Background: an optimization exercise with open tools, aiming at small area, a short achievable clock period and few clock cycles. Do not read the settings as production practice. No run shown here included a check of the RTL's function; only the layout flow was run.

[design/flow/design.v]
`timescale 1ns / 1ps
`default_nettype none
package uavol_pkg;
  localparam int VOLUME_STEPS = 101;
  localparam int GAIN_IDX_W   = $clog2(VOLUME_STEPS);
  localparam int GAIN_W       = 30;
  localparam int GAIN_SHIFT   = 29;
  localparam logic [1:0] CFG_RESOLUTION   = 2'd0;
  localparam logic [1:0] CFG_LEFT_VOLUME  = 2'd1;
  localparam logic [1:0] CFG_RIGHT_VOLUME = 2'd2;
  localparam logic [1:0] RES_16   = 2'd0;
  localparam logic [1:0] RES_24   = 2'd1;
  localparam logic [1:0] RES_32   = 2'd2;
  localparam logic [1:0] RES_NONE = 2'd3;
  typedef logic [GAIN_W-1:0] gain_t;
  function automatic gain_t gain_table(input logic [GAIN_IDX_W-1:0] idx);
    gain_t g;
    case (idx)
      7'd0: g = 30'h20000000;
      7'd1: g = 30'h1c8520af;
      7'd2: g = 30'h196b230b;
      7'd3: g = 30'h16a77dea;
      7'd4: g = 30'h1430cd74;
      7'd5: g = 30'h11feb33c;
      7'd6: g = 30'h1009b9cf;
      7'd7: g = 30'h0e4b3b63;
      7'd8: g = 30'h0cbd4b3f;
      7'd9: g = 30'h0b5aa19b;
      7'd10: g = 30'h0a1e89b1;
      7'd11: g = 30'h0904d1bd;
      7'd12: g = 30'h0809bcc3;
      7'd13: g = 30'h0729f5d9;
      7'd14: g = 30'h066284d5;
      7'd15: g = 30'h05b0c438;
      7'd16: g = 30'h05125831;
      7'd17: g = 30'h04852697;
      7'd18: g = 30'h04074fcb;
      7'd19: g = 30'h03972853;
      7'd20: g = 30'h03333333;
      7'd21: g = 30'h02da1cde;
      7'd22: g = 30'h028ab6b4;
      7'd23: g = 30'h0243f2fd;
      7'd24: g = 30'h0204e158;
      7'd25: g = 30'h01ccab86;
      7'd26: g = 30'h019a9294;
      7'd27: g = 30'h016dec56;
      7'd28: g = 30'h0146211f;
      7'd29: g = 30'h0122a9c2;
      7'd30: g = 30'h01030dc4;
      7'd31: g = 30'h00e6e1c6;
      7'd32: g = 30'h00cdc613;
      7'd33: g = 30'h00b76562;
      7'd34: g = 30'h00a373ae;
      7'd35: g = 30'h0091ad38;
      7'd36: g = 30'h0081d59e;
      7'd37: g = 30'h0073b70f;
      7'd38: g = 30'h00672194;
      7'd39: g = 30'h005bea6e;
      7'd40: g = 30'h0051eb85;
      7'd41: g = 30'h004902e3;
      7'd42: g = 30'h00411245;
      7'd43: g = 30'h0039feb2;
      7'd44: g = 30'h0033b022;
      7'd45: g = 30'h002e1127;
      7'd46: g = 30'h00290ea8;
      7'd47: g = 30'h002497a2;
      7'd48: g = 30'h00209ce9;
      7'd49: g = 30'h001d10f9;
      7'd50: g = 30'h0019e7c6;
      7'd51: g = 30'h00171693;
      7'd52: g = 30'h001493ce;
      7'd53: g = 30'h001256f0;
      7'd54: g = 30'h0010585e;
      7'd55: g = 30'h000e9152;
      7'd56: g = 30'h000cfbc3;
      7'd57: g = 30'h000b924e;
      7'd58: g = 30'h000a5028;
      7'd59: g = 30'h0009310b;
      7'd60: g = 30'h00083126;
      7'd61: g = 30'h00074d16;
      7'd62: g = 30'h000681d3;
      7'd63: g = 30'h0005ccab;
      7'd64: g = 30'h00052b36;
      7'd65: g = 30'h00049b50;
      7'd66: g = 30'h00041b10;
      7'd67: g = 30'h0003a8c3;
      7'd68: g = 30'h000342e4;
      7'd69: g = 30'h0002e818;
      7'd70: g = 30'h0002972d;
      7'd71: g = 30'h00024f0e;
      7'd72: g = 30'h00020ec7;
      7'd73: g = 30'h0001d57e;
      7'd74: g = 30'h0001a26f;
      7'd75: g = 30'h000174ee;
      7'd76: g = 30'h00014c60;
      7'd77: g = 30'h0001283b;
      7'd78: g = 30'h00010804;
      7'd79: g = 30'h0000eb4d;
      7'd80: g = 30'h0000d1b7;
      7'd81: g = 30'h0000bae8;
      7'd82: g = 30'h0000a695;
      7'd83: g = 30'h00009477;
      7'd84: g = 30'h00008452;
      7'd85: g = 30'h000075ee;
      7'd86: g = 30'h0000691b;
      7'd87: g = 30'h00005dad;
      7'd88: g = 30'h0000537d;
      7'd89: g = 30'h00004a68;
      7'd90: g = 30'h00004251;
      7'd91: g = 30'h00003b1b;
      7'd92: g = 30'h000034ad;
      7'd93: g = 30'h00002ef3;
      7'd94: g = 30'h000029d7;
      7'd95: g = 30'h0000254b;
      7'd96: g = 30'h0000213c;
      7'd97: g = 30'h00001d9f;
      7'd98: g = 30'h00001a66;
      7'd99: g = 30'h00001787;
      7'd100: g = 30'h000014f8;
      default: g = 30'h000014f8;
    endcase
    gain_table = g;
  endfunction
  function automatic logic [GAIN_IDX_W-1:0] gain_index(input logic [15:0] vol);
    logic [7:0] cand;
    cand = {1'b0, ~vol[14:8]} + {7'd0, vol[7:0] == 8'd0};
    if (!vol[15]) begin
      gain_index = '0;
    end else if (cand > 8'(VOLUME_STEPS - 1)) begin
      gain_index = GAIN_IDX_W'(VOLUME_STEPS - 1);
    end else begin
      gain_index = cand[GAIN_IDX_W-1:0];
    end
  endfunction
endpackage
`default_nettype wire
`timescale 1ns / 1ps
`default_nettype none
module uavol_unpack (
  input  wire logic                 clk,
  input  wire logic                 rst_n,
  input  wire logic                 in_valid,
  input  wire logic                 in_stall,
  input  wire logic [7:0]           in_data_byte,
  input  wire logic                 in_last_byte,
  input  wire logic                 cfg_wr_en,
  input  wire logic [1:0]           cfg_index,
  input  wire logic [15:0]          cfg_data,
  output logic                      emit,         
  output logic                      emit_ahead,   
  output logic                      left_ahead,   
  output logic [31:0]               frm_left,
  output logic [31:0]               frm_right,
  output logic                      frm_last,
  output logic [1:0]                frm_res_l,    
  output logic [1:0]                frm_res_r,
  output logic [6:0]                idx_l,        
  output logic [6:0]                idx_r
);
  logic [1:0]  res_r, res_nxt;
  logic [6:0]  idx_l_r, idx_r_r;
  logic [6:0]  cfg_idx;
  logic [2:0]  byte_pos_r, byte_pos_nxt;
  logic [23:0] partial_r, partial_nxt;
  logic [31:0] held_left_r, held_left_nxt;
  logic [1:0]  held_res_r, held_res_nxt;
  logic        accept;
  logic        unsupported;
  logic [1:0]  k;
  logic        second;
  logic        sample_done;
  logic [2:0]  pos_inc;
  logic [31:0] w_join;
  logic [31:0] w_sample;
  function automatic logic [6:0] pos_decode(input logic [1:0] res, input logic [2:0] p);
    case ({res, p})
      5'd0 : pos_decode = {2'd0, 1'b0, 1'b0, 3'd1};
      5'd1 : pos_decode = {2'd1, 1'b0, 1'b1, 3'd2};
      5'd2 : pos_decode = {2'd0, 1'b1, 1'b0, 3'd3};
      5'd3 : pos_decode = {2'd1, 1'b1, 1'b1, 3'd0};
      5'd4 : pos_decode = {2'd0, 1'b0, 1'b0, 3'd1};
      5'd5 : pos_decode = {2'd0, 1'b0, 1'b0, 3'd1};
      5'd6 : pos_decode = {2'd0, 1'b0, 1'b0, 3'd1};
      5'd7 : pos_decode = {2'd0, 1'b0, 1'b0, 3'd1};
      5'd8 : pos_decode = {2'd0, 1'b0, 1'b0, 3'd1};
      5'd9 : pos_decode = {2'd1, 1'b0, 1'b0, 3'd2};
      5'd10: pos_decode = {2'd2, 1'b0, 1'b1, 3'd3};
      5'd11: pos_decode = {2'd0, 1'b1, 1'b0, 3'd4};
      5'd12: pos_decode = {2'd1, 1'b1, 1'b0, 3'd5};
      5'd13: pos_decode = {2'd2, 1'b1, 1'b1, 3'd0};
      5'd14: pos_decode = {2'd0, 1'b0, 1'b0, 3'd1};
      5'd15: pos_decode = {2'd0, 1'b0, 1'b0, 3'd1};
      5'd16: pos_decode = {2'd0, 1'b0, 1'b0, 3'd1};
      5'd17: pos_decode = {2'd1, 1'b0, 1'b0, 3'd2};
      5'd18: pos_decode = {2'd2, 1'b0, 1'b0, 3'd3};
      5'd19: pos_decode = {2'd3, 1'b0, 1'b1, 3'd4};
      5'd20: pos_decode = {2'd0, 1'b1, 1'b0, 3'd5};
      5'd21: pos_decode = {2'd1, 1'b1, 1'b0, 3'd6};
      5'd22: pos_decode = {2'd2, 1'b1, 1'b0, 3'd7};
      5'd23: pos_decode = {2'd3, 1'b1, 1'b1, 3'd0};
      default: pos_decode = {2'd0, 1'b0, 1'b0, 3'd0};   
    endcase
  endfunction
  assign accept = in_valid && !in_stall;
  always_comb begin
    res_nxt = res_r;
    if (cfg_wr_en && cfg_index == uavol_pkg::CFG_RESOLUTION) res_nxt = cfg_data[1:0];
  end
  assign cfg_idx = uavol_pkg::gain_index(cfg_data);
  always_ff @(posedge clk) begin
    if (!rst_n) begin
      res_r   <= uavol_pkg::RES_16;
      idx_l_r <= '0;
      idx_r_r <= '0;
    end else begin
      res_r <= res_nxt;
      if (cfg_wr_en && cfg_index == uavol_pkg::CFG_LEFT_VOLUME)  idx_l_r <= cfg_idx;
      if (cfg_wr_en && cfg_index == uavol_pkg::CFG_RIGHT_VOLUME) idx_r_r <= cfg_idx;
    end
  end
  always_comb begin
    unsupported = (res_r == uavol_pkg::RES_NONE);
    {k, second, sample_done, pos_inc} = pos_decode(res_r, byte_pos_r);
    w_join      = {8'd0, partial_r} | ({24'd0, in_data_byte} << {k, 3'd0});
    w_sample    = w_join;
    emit        = accept && !unsupported && sample_done && second;
  end
  always_comb begin
    byte_pos_nxt  = byte_pos_r;
    partial_nxt   = partial_r;
    held_left_nxt = held_left_r;
    held_res_nxt  = held_res_r;
    if (accept) begin
      byte_pos_nxt = pos_inc;
      if (unsupported || sample_done || in_last_byte) begin
        partial_nxt = '0;
      end else if (k == 2'd0) begin
        partial_nxt = {16'd0, in_data_byte};
      end else begin
        partial_nxt = partial_r | ({16'd0, in_data_byte} << {k, 3'd0});
      end
      if (!unsupported && sample_done && !second) begin
        held_left_nxt = w_sample;
        held_res_nxt  = res_r;
      end
      if (in_last_byte) begin
        byte_pos_nxt = 3'd0;
      end
    end
  end
  always_ff @(posedge clk) begin
    if (!rst_n) begin
      byte_pos_r  <= '0;
      partial_r   <= '0;
      held_left_r <= '0;
      held_res_r  <= '0;
    end else begin
      byte_pos_r  <= byte_pos_nxt;
      partial_r   <= partial_nxt;
      held_left_r <= held_left_nxt;
      held_res_r  <= held_res_nxt;
    end
  end
  logic [1:0] k_ahead;
  logic       second_ahead;
  logic       done_ahead;
  logic [2:0] pos_ahead;
  always_comb begin
    {k_ahead, second_ahead, done_ahead, pos_ahead} = pos_decode(res_nxt, byte_pos_nxt);
    emit_ahead = done_ahead && second_ahead;
    left_ahead = done_ahead && !second_ahead;
  end
  assign frm_res_l  = held_res_r;
  assign frm_res_r  = res_r;
  assign frm_left   = held_left_r;
  assign frm_right  = w_sample;
  assign frm_last   = in_last_byte;
  assign idx_l      = idx_l_r;
  assign idx_r      = idx_r_r;
endmodule
`default_nettype wire
`timescale 1ns / 1ps
`default_nettype none
module uavol_scale (
  input  wire logic               clk,
  input  wire logic               rst_n,
  input  wire logic               load,
  input  wire logic [31:0]        frm_left,
  input  wire logic [31:0]        frm_right,
  input  wire logic               frm_last,
  input  wire logic [1:0]         frm_res_l,
  input  wire logic [1:0]         frm_res_r,
  input  wire logic [6:0]         idx_l,
  input  wire logic [6:0]         idx_r,
  output logic                    free_ahead,       
  output logic                    held_free_ahead,  
  output logic                    out_valid,
  input  wire logic               out_stall,
  output logic signed [31:0]      out_left_sample,
  output logic signed [31:0]      out_right_sample,
  output logic                    out_last_frame
);
  logic [2:0]            rem_l_r, rem_l_nxt;    
  logic [2:0]            rem_r_r, rem_r_nxt;
  logic [1:0]            pos_l_r;               
  logic [8:0]            top_l_r;               
  logic                  first_r_byte;          
  logic [32:0]           buf_r_r;               
  logic [6:0]            idx_r_r;               
  uavol_pkg::gain_t      gain_r;                
  logic                  last_r;
  logic                  pp_valid_r;
  logic                  pp_first_r;            
  logic                  pp_switch_r;           
  logic                  pp_end_r;              
  logic                  pp_last_r;             
  logic [36:0]           pp_s_r, pp_c_r;
  logic [1:0]            pp_cin_r;
  logic                  out_valid_r, out_valid_nxt;
  logic [31:0]           acc_r;
  logic [31:0]           out_left_r;
  logic                  out_last_r;
  logic                  hold;
  logic                  fetch;
  logic                  fetch_l;
  logic                  switch;
  logic                  step;
  logic                  done;
  logic [8:0]            window;
  uavol_pkg::gain_t      rom_gain;
  logic [36:0]           pp_s, pp_c;
  logic [1:0]            pp_cin;
  function automatic logic [2:0] booth(input logic [2:0] b);
    booth = {b[2], (b[2] & ~b[1] & ~b[0]) | (~b[2] & b[1] & b[0]), b[1] ^ b[0]};
  endfunction
  function automatic logic [36:0] row(input logic [2:0] d, input uavol_pkg::gain_t g);
    logic [30:0] m;
    m   = ({31{d[0]}} & {1'b0, g}) | ({31{d[1]}} & {g, 1'b0});
    row = {6'b0, m} ^ {37{d[2]}};
  endfunction
  assign hold    = out_valid_r && out_stall;
  assign fetch   = (rem_l_r != 3'd0 || rem_r_r != 3'd0) && !hold;
  assign fetch_l = fetch && rem_l_r != 3'd0;
  assign switch  = fetch_l && rem_l_r == 3'd1;
  assign step    = pp_valid_r && !hold;
  assign done    = step && pp_end_r;
  always_comb begin
    rem_l_nxt     = load ? {1'b0, frm_res_l} + 3'd2 : (fetch_l ? rem_l_r - 3'd1 : rem_l_r);
    rem_r_nxt     = load ? {1'b0, frm_res_r} + 3'd2 :
                    ((fetch && !fetch_l) ? rem_r_r - 3'd1 : rem_r_r);
    out_valid_nxt = done || hold;
  end
  assign free_ahead      = rem_l_nxt == 3'd0 && (rem_r_nxt == 3'd0 || rem_r_nxt == 3'd1 && !out_valid_nxt);
  assign held_free_ahead = rem_l_nxt[2:1] == 2'd0 || rem_l_nxt == 3'd2 && !out_valid_nxt;
  always_comb begin
    if (rem_l_r == 3'd1) begin
      window = top_l_r;
    end else if (rem_l_r != 3'd0) begin
      case (pos_l_r)
        2'd0:    window = {frm_left[7:0], 1'b0};
        2'd1:    window = frm_left[15:7];
        default: window = frm_left[23:15];
      endcase
    end else begin
      window = buf_r_r[8:0];
    end
  end
  always_comb begin
    logic [2:0]  d0, d1, d2, d3;
    logic [36:0] r0, r1, r2, r3, s1, c1;
    d0     = booth(window[2:0]);
    d1     = booth(window[4:2]);
    d2     = booth(window[6:4]);
    d3     = booth(window[8:6]);
    r0     = row(d0, gain_r);
    r1     = {row(d1, gain_r), {2{d1[2]}}};
    r2     = {row(d2, gain_r), {4{d2[2]}}};
    r3     = {row(d3, gain_r), {6{d3[2]}}};
    s1     = r0 ^ r1 ^ r2;
    c1     = {(r0 & r1 | r0 & r2 | r1 & r2), d0[2]};
    pp_s   = s1 ^ c1 ^ r3;
    pp_c   = {(s1 & c1 | s1 & r3 | c1 & r3), d1[2]};
    pp_cin = {d3[2], d2[2]};
  end
  assign rom_gain = uavol_pkg::gain_table((rem_l_r == 3'd1) ? idx_r_r : idx_l);
  function automatic logic [31:0] mac(input logic [31:0] acc, input logic first,
                                      input logic [36:0] ps, input logic [36:0] pc,
                                      input logic [1:0] cin);
    logic [36:0] sh, s, c;
    logic [37:0] sum;
    sh  = first ? 37'd0 : {{8{acc[31]}}, acc[31:3]};
    s   = sh ^ ps ^ pc;
    c   = {(sh & ps | sh & pc | ps & pc), cin[0]};
    sum = {s, 1'b1} + {c, cin[1]};
    mac = sum[37:6];
  endfunction
  always_ff @(posedge clk) begin
    if (!rst_n) begin
      rem_l_r     <= 3'd0;
      rem_r_r     <= 3'd0;
      pp_valid_r  <= 1'b0;
      out_valid_r <= 1'b0;
    end else begin
      rem_l_r     <= rem_l_nxt;
      rem_r_r     <= rem_r_nxt;
      if (!hold) pp_valid_r <= fetch;
      out_valid_r <= out_valid_nxt;
    end
  end
  always_ff @(posedge clk) begin
    if (load) begin
      buf_r_r <= {frm_right, 1'b0};
      idx_r_r <= idx_r;
      last_r  <= frm_last;
    end else if (fetch && !fetch_l) begin
      buf_r_r <= {8'd0, buf_r_r[32:8]};
    end
    if (load) begin
      case (frm_res_l)
        2'd0:    top_l_r <= frm_left[15:7];
        2'd1:    top_l_r <= frm_left[23:15];
        default: top_l_r <= frm_left[31:23];
      endcase
    end
    if (load)         pos_l_r <= 2'd0;
    else if (fetch_l) pos_l_r <= pos_l_r + 2'd1;
    if (load || switch) gain_r <= rom_gain;
    if (load || switch) first_r_byte <= 1'b1;
    else if (fetch)     first_r_byte <= 1'b0;
    if (fetch) begin
      pp_s_r      <= pp_s;
      pp_c_r      <= pp_c;
      pp_cin_r    <= pp_cin;
      pp_first_r  <= first_r_byte;
      pp_switch_r <= first_r_byte && !fetch_l;
      pp_end_r    <= !fetch_l && rem_r_r == 3'd1;
      pp_last_r   <= last_r;
    end
    if (step) acc_r <= mac(acc_r, pp_first_r, pp_s_r, pp_c_r, pp_cin_r);
    if (step && pp_switch_r) out_left_r <= acc_r;
    if (done) out_last_r <= pp_last_r;
  end
  assign out_valid        = out_valid_r;
  assign out_left_sample  = out_left_r;
  assign out_right_sample = acc_r;
  assign out_last_frame   = out_last_r;
endmodule
`default_nettype wire
`timescale 1ns / 1ps
`default_nettype none
module usb_audio_unpack_volume (
  input  wire logic               clk,
  input  wire logic               rst_n,
  input  wire logic               in_valid,
  output logic                    in_stall,
  input  wire logic [7:0]         in_data_byte,
  input  wire logic               in_last_byte,
  output logic                    out_valid,
  input  wire logic               out_stall,
  output logic signed [31:0]      out_left_sample,
  output logic signed [31:0]      out_right_sample,
  output logic                    out_last_frame,
  input  wire logic               cfg_wr_en,
  input  wire logic [1:0]         cfg_index,
  input  wire logic [15:0]        cfg_data
);
  logic             in_stall_r;
  logic             emit;
  logic             emit_ahead;
  logic             left_ahead;
  logic             free_ahead;
  logic             held_free_ahead;
  logic [31:0]      frm_left;
  logic [31:0]      frm_right;
  logic             frm_last;
  logic [1:0]       frm_res_l;
  logic [1:0]       frm_res_r;
  logic [6:0]       idx_l;
  logic [6:0]       idx_r;
  always_ff @(posedge clk) begin
    if (!rst_n) begin
      in_stall_r <= 1'b0;
    end else begin
      in_stall_r <= emit_ahead && !free_ahead || left_ahead && !held_free_ahead;
    end
  end
  assign in_stall = in_stall_r;
  uavol_unpack u_unpack (
    .clk          (clk),
    .rst_n        (rst_n),
    .in_valid     (in_valid),
    .in_stall     (in_stall_r),
    .in_data_byte (in_data_byte),
    .in_last_byte (in_last_byte),
    .cfg_wr_en    (cfg_wr_en),
    .cfg_index    (cfg_index),
    .cfg_data     (cfg_data),
    .emit         (emit),
    .emit_ahead   (emit_ahead),
    .left_ahead   (left_ahead),
    .frm_left     (frm_left),
    .frm_right    (frm_right),
    .frm_last     (frm_last),
    .frm_res_l    (frm_res_l),
    .frm_res_r    (frm_res_r),
    .idx_l        (idx_l),
    .idx_r        (idx_r)
  );
  uavol_scale u_scale (
    .clk              (clk),
    .rst_n            (rst_n),
    .load             (emit),
    .frm_left         (frm_left),
    .frm_right        (frm_right),
    .frm_last         (frm_last),
    .frm_res_l        (frm_res_l),
    .frm_res_r        (frm_res_r),
    .idx_l            (idx_l),
    .idx_r            (idx_r),
    .free_ahead       (free_ahead),
    .held_free_ahead  (held_free_ahead),
    .out_valid        (out_valid),
    .out_stall        (out_stall),
    .out_left_sample  (out_left_sample),
    .out_right_sample (out_right_sample),
    .out_last_frame   (out_last_frame)
  );
endmodule
`default_nettype wire
[design/flow/run.sh]
#!/bin/bash
# synth_recipe.tcl (not shown) runs the flow's synth.tcl, then flattens the netlist and writes it again
# the make line also repeats each setting of config.mk as NAME=value (left out here)
make -C /OpenROAD-flow-scripts/flow DESIGN_CONFIG=/design/flow/config.mk WORK_HOME=/design/flow/orfs CLKGATE_MAP_FILE= SYNTH_SCRIPT=/design/flow/synth_recipe.tcl finish
[design/flow/config.mk]
export PLATFORM = sky130hd
export DESIGN_NAME = usb_audio_unpack_volume
export DESIGN_NICKNAME = usb_audio_unpack_volume
export VERILOG_FILES = /design/flow/design.v
export SDC_FILE = /design/flow/constraint.sdc
export NUM_CORES = 4
export LEC_CHECK = 0
export CAP_MARGIN = 20
export CORE_MARGIN = 2
export CORE_UTILIZATION = 40
export SETUP_SLACK_MARGIN = 5
export SLEW_MARGIN = 20
[design/flow/constraint.sdc]
create_clock -name core_clock -period 10.0 [get_ports {clk}]
set_input_delay 2.0000 -clock core_clock [delete_from_list [all_inputs] [get_ports {clk}]]
set_output_delay 2.0000 -clock core_clock [all_outputs]
set_load 0.01 [all_outputs]
==> impl_metrics.csv, run 1 <==
group,metric,value,unit
status,outcome,"timing/DRC/antenna clean",
synthesis,ys_ff_latch,321,
grt,grt_pass1_wl,115000,um
synthesis,synthCells,2727,
timing,rsz0062_at_grt,"no",
synthesis,ys_warn_count,3,
synthesis,synth.area.top_cells,"edfxtp_1 29%, fa_1 8.7%, dfxtp_1 8.2%, nand2_1 7.0%, a21oi_1 5.5%",
setup_path,worstSetupPathDepth,11,
min_path,min_from,"u_scale.pp_last_r$_DFFE_PN_",
timing,hold_violations,0,
final_layout,fin_nets,2865,
drt,vias,20622,
final_layout,syn_to_final_growth,11.5,%
synthesis,async_flop_share,0,
final_layout,drive_gt1_frac,0.0610,
timing,fmax,214,MHz
clock_tree,clock_sinks,321,
run,cap_viol_max_count,0,
setup_path,cp_max_fo,59,
grt,antenna_found_initial,2,
synthesis,synth_edf_count,224,
synthesis,syn_area_per_cell,8.63,sq um
setup_path,max_stage_delay,0.63,ns
place,dpl_cell_area,24900,sq um
clock_tree,clockBufferDepth,3,
drt,wl,74200,um
final_layout,multi_input_area,13500,sq um
synthesis,ys_seq_area_frac,0.368,
setup_path,crit_path_end_kind,"flip-flop",
clock_tree,htree_levels,2,
min_path,whs_path_depth,0,
setup_path,cp.buffers_inverters,2,
place,port_buffers,98,
timing,finalSetupTns,0,ns
setup_path,arrival,4.94,ns
timing,slew_headroom,0.306,
min_path,whs_endpoint,"u_scale.out_last_r$_DFFE_PP_",
grt,grt_remaining_overflow,0,
die,initial_utilization,0.407,
setup_path,crit_top_cell,"a21oi_1",
final_layout,nFillCells,5582,
setup_path,worst-setup-path-type,"reg2reg",
timing,period_needed,4.67,ns
die,ios,99,
clock_tree,cts_tree,"built",
synthesis,synth_top_area_share,0.286,
die,fp.dieW,247,um
drt,dr.pass1.iters,6,
drt,wl_per_cell,21.5,um
grt,grt_max_degree,95,
die,row_count,88,
drt,ant_nets,0,
grt,track_usage,0.241,
grt,first_global_vias,19716,
synthesis,synth_common_cells,"437 x nand2_1, 258 x a21oi_1, 236 x o21ai_0",
clock_tree,clk_pin_slew_worst_paths,0.06,ns
clock_tree,root_buffer,"clkbuf_16",
setup_path,crit_chain,"inv_1 > ha_2 > nor2b_4 > mux2i_4 > buf_4 > ha_1 > nand3_1 > a21oi_1 > o21ai_0 > a21oi_1 > a31oi_1",
setup_path,worstSetupStartpointType,"flip-flop",
drt,drc,0,
synthesis,ys_types,85,
timing,fin_skew,0.0632,ns
die,core_area,57900,sq um
setup_path,r2r_slack,5.33,ns
timing,drv_slew,0,
drt,drt-initial-drc-count,2508,
setup_path,reg2reg_depth,11,
timing,setup_violations,0,
setup_path,reg2reg_to,"u_scale.gain_r[3]$_DFFE_PP_",
clock_tree,clk_latency,0.61,ns
final_layout,ff_latch_area,8670,sq um
place,place.detailed.hpwl,51200,um
synthesis,synthMostInstantiatedCell,"nand2_1",
setup_path,path_delay_family,"compound AO/OA/AOI/OAI gates",
synthesis,ys.flop_type,"edfxtp_1",
die,die_h,247,um
timing,tightestPinTransition,1.04,ns
setup_path,reg2reg_from,"u_scale.rem_l_r[1]$_SDFF_PN0_",
setup_path,required,10.28,ns
setup_path,cp_slowest_cell,"buf_4",
clock_tree,numCtsBuffers,40,
synthesis,synthesis.nets,2936,
min_path,hp-class,"reg2reg",
final_layout,final_cell_area,26300,sq um
die,dieArea,60800,sq um
drt,viasPerCell,5.97,
synthesis,yosysTopAreaCell,"edfxtp_1",
timing,fin_crit_sh,0.467,
place,globalplace.congestion,0.985,
synthesis,syn-cell-area,23500,sq um
## cell usage in the layout, fill, tap and decap left out, types with 39 or more instances in the layout
cell,synthesis,layout
a21oi_1,258,258
a22oi_1,143,142
buf_4,2,43
clkbuf_16,0,41
clkdlybuf4s50_1,0,97
dfxtp_1,97,97
edfxtp_1,224,224
fa_1,102,102
ha_1,75,73
inv_1,118,117
nand2_1,437,436
nand3_1,48,48
nor2_1,145,138
nor2b_1,50,49
nor3_1,39,39
o21ai_0,236,235
xnor2_1,41,41
## repair_timing
action / 4_1_cts / 5_1_grt
hold buffers: 0 / 0
setup buffers: 0 / 0
endpoints found under the setup margin: 0 / 29
resized for setup: 0 / 2
## flip-flops by register name, indices dropped and copies added (netlist names), 2 cells and up
name and count:
u_unpack.pos_inc 3, u_scale.buf_r_r 33, u_scale.gain_r 30, u_scale.pp_cin_r 2, u_scale.pos_l_r 2, u_scale.acc_r 32
u_unpack.idx_r_r 7, u_unpack.byte_pos_r 3, u_scale.rem_r_r 3, u_scale.pp_s_r 37, u_scale.out_left_r 32, u_unpack.held_res_r 2
u_unpack.res_r 2, u_unpack.idx_l_r 7, u_scale.pp_c_r 37, u_scale.top_l_r 9, u_scale.rem_l_r 3, u_unpack.held_left_r 32
u_unpack.partial_r 24, u_scale.idx_r_r 7, u_unpack.k 2
## worst max-delay path by stage
| stage | startpoint | slack, ns | endpoint |
|---|---|---|---|
| finish | u_scale.rem_l_r[1]$_SDFF_PN0_ | 5.33 | u_scale.gain_r[3]$_DFFE_PP_ |
| global route | u_scale.pos_l_r[0]$_SDFFE_PP0N_ | 5.10 | u_scale.pp_s_r[16]$_DFFE_PN_ |
| CTS | u_scale.rem_l_r[1]$_SDFF_PN0_ | 5.17 | u_scale.gain_r[0]$_DFFE_PP_ |
| detailed placement | cfg_data[0] | 4.82 | u_unpack.idx_l_r[4]$_SDFFE_PN0P_ |
| global placement | cfg_data[0] | 4.91 | u_unpack.idx_l_r[4]$_SDFFE_PN0P_ |
| floorplan | out_stall | 5.02 | u_scale.gain_r[0]$_DFFE_PP_ |
## cell families after synthesis
kind of cell / synth area share
muxes: 0.0142
and+or+nand+nor: 0.166
buffers and inverters: 0.0636
AOI/OAI and AO/OA: 0.241
adders and majority gates: 0.127
xor gates and xnor gates: 0.0193
DFF: 0.368
## cell type report
| class | instances | share of cell area |
|---|---|---|
| clock inverter | 25 | 0.0109 |
| inverter | 123 | 0.0177 |
| antenna | 1 | 0.0000953 |
| timing repair buffer | 141 | 0.0495 |
| clock buffer | 49 | 0.0410 |
| multi-input combinational | 2029 | 0.514 |
| tap | 765 | 0.0365 |
| sequential | 321 | 0.330 |
## metrics by stage
step,util,hold WS [ns],setup slack (ns),std cells
finish,0.453,0.426,5.33,3454
global route,0.453,0.440,5.10,3453
CTS,0.453,0.428,5.17,3453
detailed placement,0.430,0.414,4.82,3379
global placement,0.430,0.409,4.91,3379
floorplan,-,0.400,5.02,2727
## routing by layer
metal,up-vias,share of wire,wire length (um),GRT usage
li1,9546,-,-,-
met1,9808,0.42,30900,0.321
met2,1063,0.46,33900,0.381
met3,203,0.084,6270,0.0432
met4,2,0.042,3130,0.107
met5,-,0.00018,13,0
==> run 2, diff against run 1 <==
==> design/flow/flow/run.sh (new file) <==
#!/bin/bash
set -euo pipefail
bash standard.sh SETUP_SLACK_MARGIN=6.5 finish > standard_make.log 2>&1
==> design/flow/standard.sh (new file) <==
#!/bin/bash
# synth_recipe.tcl (not shown) runs the flow's synth.tcl, then flattens the netlist and writes it again
# the make line also repeats each setting of config.mk as NAME=value (left out here)
make -C /OpenROAD-flow-scripts/flow DESIGN_CONFIG=/design/flow/config.mk WORK_HOME=/design/flow/orfs CLKGATE_MAP_FILE= SYNTH_SCRIPT=/design/flow/synth_recipe.tcl "${@:-finish}"
removed: design/flow/run.sh
==> run 2 against run 1 <==
Die area unchanged. Via count up 11%. First-iteration DRC count increased by 9.8%. Global-route usage grew 1.9 points. Area after synthesis is the same. Flip-flop and latch count did not move. Utilization up 8.9 points. Largest cell class unchanged.
==> impl_metrics.csv, run 2 <==
group,metric,value,unit
grt,antenna_found_initial,2,
final_layout,syn_to_final_growth,33.3,%
clock_tree,numCtsBuffers,39,
synthesis,ys_seq_area_frac,0.368,
timing,fmax,251,MHz
setup_path,required,10.42,ns
timing,tightestPinTransition,0.943,ns
timing,finalSetupTns,0,ns
final_layout,final_cell_mix,"416 x nand2_1, 224 x edfxtp_1, 215 x a21oi_1",
grt,first_global_vias,20587,
grt,grt_max_degree,95,
synthesis,ys_warn_count,3,
drt,wl_per_cell,24.1,um
clock_tree,clock_sinks,321,
grt,grt_pass1_wl,123000,um
die,initial_utilization,0.407,
setup_path,arrival,4.40,ns
synthesis,synth_top_area_share,0.286,
die,die_h,247,um
run,cap_viol_max_count,0,
clock_tree,clockBufferDepth,3,
place,port_buffers,98,
timing,setup_violations,0,
synthesis,synth.area.top_cells,"edfxtp_1 29%, fa_1 8.7%, dfxtp_1 8.2%, nand2_1 7.0%, a21oi_1 5.5%",
final_layout,drive_gt1_frac,0.263,
synthesis,synth_common_cells,"437 x nand2_1, 258 x a21oi_1, 236 x o21ai_0",
clock_tree,htree_levels,2,
synthesis,synth_edf_count,224,
final_layout,largestRegisters,"u_scale.pp_c_r: 37 flops, u_scale.pp_s_r: 37 flops, u_scale.buf_r_r: 33 flops",
setup_path,crit_chain,"buf_6 > or4_4 > nor2_4 > ha_4 > ha_4 > or4b_4 > nor2_4 > nand3_2 > o31a_1 > o311a_4 > nand2_4 > o21ai_2 > and2_1",
clock_tree,clk_pin_slew_worst_paths,0.06,ns
synthesis,synthMostInstantiatedCell,"nand2_1",
synthesis,syn_area_per_cell,8.63,sq um
drt,dr.pass1.iters,7,
timing,slew_headroom,0.369,
drt,drc,0,
synthesis,ys_ff_latch,321,
setup_path,path_delay_family,"simple AND/OR/NAND/NOR gates",
die,fp.dieW,247,um
synthesis,ys.flop_type,"edfxtp_1",
grt,grt_remaining_overflow,0,
clock_tree,root_buffer,"clkbuf_16",
final_layout,final_common_cell,"nand2_1",
status,outcome,"timing/DRC/antenna clean",
synthesis,syn-cell-area,23500,sq um
drt,vias,22827,
synthesis,async_flop_share,0,
synthesis,synthCells,2727,
grt,track_usage,0.260,
final_layout,antenna_cells,0,
setup_path,crit_path_end_kind,"flip-flop",
setup_path,cp.buffers_inverters,1,
setup_path,worstSetupStartpointType,"input pin",
place,place.detailed.hpwl,50500,um
timing,rsz0062_at_grt,"yes",
synthesis,synthesis.nets,2936,
timing,hold_violations,0,
synthesis,ys_types,85,
setup_path,worst-setup-path-type,"in2reg",
die,row_count,88,
drt,viasPerCell,6.21,
drt,wl,88700,um
clock_tree,clk_latency,0.57,ns
synthesis,yosysTopAreaCell,"edfxtp_1",
drt,ant_nets,0,
min_path,hp-class,"reg2reg",
setup_path,max_stage_delay,0.53,ns
timing,fin_skew,0.0401,ns
final_layout,fin_nets,3093,
die,dieArea,60800,sq um
timing,period_needed,3.98,ns
timing,drv_slew,0,
setup_path,cp_slowest_cell,"or4_4",
timing,fin_crit_sh,0.398,
die,core_area,57900,sq um
clock_tree,cts_hold_buf,0,
setup_path,cp_max_fo,6,
die,ios,99,
clock_tree,cts_tree,"built",
final_layout,fin_util,0.542,
drt,drt-initial-drc-count,2755,
place,globalplace.congestion,0.986,
run 2: cell count changes in the layout (fill, tap and decap cells not counted), moves of 37 or more:
| cell | change |
|---|---|
| clkdlybuf4s50_1 | -41 |
| a22oi_2 | +57 |
| a21oi_1 | -43 |
| a22oi_1 | -57 |
| o21ai_1 | +37 |
| o21ai_0 | -94 |
| o21ai_2 | +55 |
| buf_4 | +105 |
| buf_6 | +56 |
run 2: worst reg2reg max path, stage by stage (launching register included):
cell and delay [ns]:
edfxtp_1 0.42, buf_12 0.17, buf_12 0.13, buf_6 0.12
nand2b_4 0.13, fa_1 0.52, inv_2 0.05, ha_4 0.26
a21oi_4 0.14, o211ai_1 0.16, a41oi_4 0.36, buf_6 0.16
nor2_4 0.04, a211oi_4 0.30, buf_4 0.18, a21boi_4 0.06
or4_1 0.42, o311ai_2 0.09
run 2: through the flow:
| stage | cell area, sq um | worst slack [ns] | instances | hold WS (ns) |
|---|---|---|---|---|
| 2_1_floorplan | 23700 | 5.69 | 2727 | 0.400 |
| 3_3_place_gp | 24900 | 4.43 | 3371 | 0.404 |
| 3_5_place_dp | 24900 | 4.31 | 3372 | 0.406 |
| 4_1_cts | 28300 | 6.04 | 3548 | 0.432 |
| 5_1_grt | 31400 | 5.94 | 3678 | 0.440 |
| 6_report | 31400 | 6.02 | 3678 | 0.434 |
run 2: cells by family (layout without fill, tap and decap cells):
family,count (synthesis),count (layout),share of synthesized area
compound gates,902,902,0.241
mux,31,31,0.0142
buf+inv,377,559,0.0636
flops,321,321,0.368
fa+ha+maj,179,179,0.127
xor+xnor,52,52,0.0193
simple gates,865,869,0.166
run 2: cell type report:
type / instances / area, sq um
Timing Repair inverter: 1 / 7.51
Sequential cell: 321 / 8680
Fill cell: 4960 / 26500
Timing Repair Buffer: 365 / 4130
Clock inverter: 14 / 158
Inverter: 123 / 499
Clock buffer: 56 / 1120
Multi-Input combinational cell: 2033 / 15800
Tap cell: 765 / 957
run 2: final timing paths:
check | startpoint | to | slack [ns] | cells after the start
worst max-delay path | cfg_data[3] | u_unpack.idx_r_r[3]$_SDFFE_PN0P_ | 6.02 | 13
worst min-delay path | u_unpack.idx_r_r[2]$_SDFFE_PN0P_ | u_scale.idx_r_r[2]$_DFFE_PP_ | 0.43 | 0
worst max register to register | u_scale.pp_first_r$_DFFE_PN_ | u_scale.acc_r[27]$_DFFE_PP_ | 6.11 | 17
worst min register to register | u_unpack.idx_r_r[2]$_SDFFE_PN0P_ | u_scale.idx_r_r[2]$_DFFE_PP_ | 0.43 | 0
run 2: per-layer routing:
layer	vias up	wire length, um	track usage
li1	10044	-	-
met4	4	6020	0.133
met3	401	8670	0.0479
met1	10900	33900	0.337
met5	-	23	0
met2	1478	40100	0.414
run 2: timing repair:
item / 4_1_cts / 5_1_grt
setup endpoints to repair: 340 / 298
pin swaps: 65 / 173
resized for setup: 295 / 474
cloned: 13 / 23
buffers inserted: 93 / 107

[what the ideal ports hide]
No port has a modelled driver above. Below, the same layouts with a new extraction and two added sets of constraints. Step 1: set_driving_cell puts a clkbuf_16 on clk and a buf_2 on each other input, an assumption about the parent block. Step 2, shift: input delay + t, output delay - t, t = (earliest + latest rising clock arrival at the registers) / 2. This alone moves slack from input paths to output paths. Slacks: no drivers / after step 1 / after step 2; pairs: no drivers / after step 1.
run | shift t [ns] | setup slack, ns | hold slack, ns | clock arrival spread, ns | worst register clock-pin slew, ns
run 1 | 0.634 | 5.335 / 5.335 / 4.814 | 0.426 / 0.426 / 0.426 | 0.064 / 0.064 | 0.06 / 0.06
run 2 | 0.605 | 6.023 / 6.045 / 5.440 | 0.434 / 0.434 / 0.434 | 0.042 / 0.042 | 0.06 / 0.06
After both steps every run listed still meets setup and hold. For run 2, which loses most, drivers alone change the setup slack by +0.022 ns; drivers and shift together by -0.583 ns.
